From an optimization exercise on the open Yosys and OpenROAD flow, aimed at small area; shortcuts taken in it are not production practice.
At most, simulation tests tie the RTL to the original design; equivalence was not proved.
Power and IR drop assume default switching activity.

// md_exec_unit
module md_exec_unit
(
    input  logic               clk,
    input  logic               reset,
    input  logic               req_valid,
    input  logic [3:0]         op,
    input  logic [63:0]        srca,
    input  logic [63:0]        srcb,
    input  logic               hold,
    input  logic               flush,
    output logic               exe_is_waiting,
    output logic               result_valid,
    output logic [63:0]        result
);
==> flow/config.mk <==
export PLATFORM = sky130hd
export DESIGN_NAME = md_exec_unit
export DESIGN_NICKNAME = md_exec_unit
export VERILOG_FILES = /design/flow/design.v
export SDC_FILE = /design/flow/constraint.sdc
export NUM_CORES = 4
export LEC_CHECK = 0
export ABC_AREA = 1
export CAP_MARGIN = 0
export CORE_MARGIN = 2
export CORE_UTILIZATION = 65
export CTS_BUF_LIST = sky130_fd_sc_hd__clkbuf_4
export SLEW_MARGIN = 0
==> flow/constraint.sdc <==
create_clock -name core_clock -period 5.5 [get_ports {clk}]
set_input_delay 1.1000 -clock core_clock [delete_from_list [all_inputs] [get_ports {clk}]]
set_output_delay 1.1000 -clock core_clock [all_outputs]
set_load 0.01 [all_outputs]
standard.sh (not shown) runs the stock make flow with config.mk's settings and CLKGATE_MAP_FILE= SYNTH_SCRIPT=/design/flow/synth_recipe.tcl, a recipe that flattens the netlist after the stock synthesis.
==> flow/flow/run.sh <==
#!/bin/bash
# Standard layout, except: the port buffers are the smallest buffer cell, and
# clock tree synthesis inserts no dummy loads.
set -euo pipefail
export BUFFER_PORTS_ARGS="-buffer_cell sky130_fd_sc_hd__buf_1"
export CTS_ARGS="-sink_clustering_enable -repair_clock_nets -buf_list sky130_fd_sc_hd__clkbuf_4 -dont_use_dummy_load"
bash standard.sh > standard_sh.log 2>&1
Next try:
--- a/flow/design.v
+++ b/flow/design.v
@@ -177,23 +177,24 @@
     logic [63:0] L;
     logic [63:0] M;
     logic        na_q, dneg_q;
     logic        seen;
     logic        allone;
     logic        k_sdyn, k_enl, k_sbase, k_enhs;
-    logic        k_idle, k_clrh, k_divm, k_done, k_shr;
+    logic        k_idle, k_clrh, k_divm, k_done, k_shr, k_hmul;
     logic        idle, accept, f_div, f_rem, f_w, f_sa, f_high;
     logic        n_div, n_rem, n_w, n_sa, n_dneg;
     logic        term, term_n, hs_step, hs_post, en, s, q, raw, negact, lin, cnt_inc;
     logic [65:0] mext, y, S;
     always_comb begin
         idle   = (ph == P_IDLE);
         k_idle = idle;
         k_clrh = (ph == P_IDLE) | (ph == P_PRE);
         k_divm = (ph == P_INIT) | ((ph == P_STEP) & is_div(op_q));
         k_done = (ph == P_DONE);
+        k_hmul = ~k_clrh & ~k_divm;
         k_shr  = ~k_clrh & ~k_divm & ~k_done | (ph == P_PRE);
         accept = idle & req_valid & ~flush & is_md_op(op);
         f_div  = is_div(op_q);
         f_rem  = is_rem(op_q);
         f_w    = op_q[3];
         f_sa   = is_signed_a(op_q);
@@ -221,13 +222,13 @@
         n_dneg = dneg_q;
         term_n = (&cnt_n[4:0]) & (cnt_n[5] | n_w);
         hs_step = f_w ? H[33] : H[65];
         hs_post = f_w ? H[32] : H[65];
         en = (k_enl & L[0]) | k_sdyn | (k_enhs & hs_post);
         s  = k_sdyn ? (hs_step ^ ~dneg_q) : k_sbase;
-        mext        = {{2{is_signed_b(op_q) & M[63]}}, M};
+        mext        = {{2{dneg_q}}, M};
         mext[32]    = f_w ? dneg_q : M[32];
         y           = ({66{en}} & mext) ^ {66{s}};
         q           = ~(f_w ? S[32] : S[65]);
         raw = S[0];
         if ((ph == P_PRE) | ((ph == P_POST) & f_div & ~f_rem)) raw = L[0];
         else if (ph == P_REPL)                                  raw = L[63];
@@ -246,39 +247,31 @@
         if (k_idle) begin
             M      <= srcb;
             op_q   <= op;
             na_q   <= is_signed_a(op) & (op[3] ? srca[31] : srca[63]);
             dneg_q <= is_signed_b(op) & (op[3] ? srcb[31] : srcb[63]);
         end
-        if (k_clrh)                H <= '0;
-        else if (k_divm)           H <= {S[64:0], L[63]};
-        else                       H <= {S[65], S[65:1]};
+        H <= ({66{k_divm}} & {S[64:0], L[63]}) | ({66{k_hmul}} & {S[65], S[65:1]});
         L <= ({64{k_idle}} & srca)
            | ({64{k_divm}} & {L[62:0], q})
            | ({64{k_shr}}  & {lin, L[63:1]})
            | ({64{k_done}} & L);
         if ((ph == P_PRE) | (ph == P_POST)) seen <= seen | raw;
         else                                seen <= 1'b0;
         if (ph == P_INIT)                   allone <= 1'b1;
         else if (k_sdyn)                    allone <= allone & q;
     end
     always_ff @(posedge clk or negedge reset) begin
-        if (!reset) begin
-            ph      <= P_IDLE;
-            cnt     <= '0;
-            k_sdyn  <= 1'b0;
-            k_enl   <= 1'b0;
-            k_sbase <= 1'b0;
-            k_enhs  <= 1'b0;
-        end else begin
-            ph      <= ph_n;
-            cnt     <= cnt_n;
-            k_sdyn  <= (ph_n == P_STEP) & n_div;
-            k_enl   <= (ph_n == P_STEP) & ~n_div;
-            k_sbase <= ((ph_n == P_STEP) & ~n_div & n_sa & term_n) | ((ph_n == P_POST) & n_dneg);
-            k_enhs  <= (ph_n == P_POST) & n_rem & (cnt_n == 6'd0);
-        end
+        if (!reset) ph <= P_IDLE;
+        else        ph <= ph_n;
+    end
+    always_ff @(posedge clk) begin
+        cnt     <= cnt_n;
+        k_sdyn  <= (ph_n == P_STEP) & n_div;
+        k_enl   <= (ph_n == P_STEP) & ~n_div;
+        k_sbase <= ((ph_n == P_STEP) & ~n_div & n_sa & term_n) | ((ph_n == P_POST) & n_dneg);
+        k_enhs  <= (ph_n == P_POST) & n_rem & (cnt_n == 6'd0);
     end
     assign exe_is_waiting = reset & (accept | ((ph != P_IDLE) & (ph != P_DONE)));
     assign result_valid   = (ph == P_DONE);
     assign result         = L;
 endmodule
- The changed run passed the timing, DRC and antenna checks
- wire length went down by a few percent
- clock-buffer cell count went down by 1
- total power climbs slightly
- cell count falls by roughly a tenth
- sequential share of layout area went up by 1.5 points
- cell area goes down by a few percent
- clock power stays flat
- core utilization hardly moves
- hold slack gets worse by 0.19 ns
- register-to-register slack got worse by 0.04 ns
- via count shrinks by a few percent
- first-iteration DRC count decreases by a few percent
- maximum frequency is lower slightly
The RTL of the first run of this note was laid out without a check of its function.

[re-timing with driven ports]
Ports are ideal in the flow. The routed layouts listed here were re-timed in OpenROAD.
Step 1, drivers: a clkbuf_16 drives clk and a buf_2 each remaining input, both assumed.
Step 2 times the ports against the registers' clock, not the clock port: input delays grow and output delays shrink by t, the midpoint of the rising clock arrivals with the driver on.
Slacks: ideal / step 1 / step 2; pairs: ideal / step 1.
run	t (ns)	setup slack, ns	worst hold slack (ns)	latest minus earliest clock arrival (ns)
the first run	0.665	0.658 / 0.658 / 0.658	0.467 / 0.467 / 0.467	0.079 / 0.079
the second run	0.682	0.620 / 0.620 / 0.620	0.277 / 0.263 / 0.456	0.050 / 0.050
After both steps setup and hold are still met in every run listed.
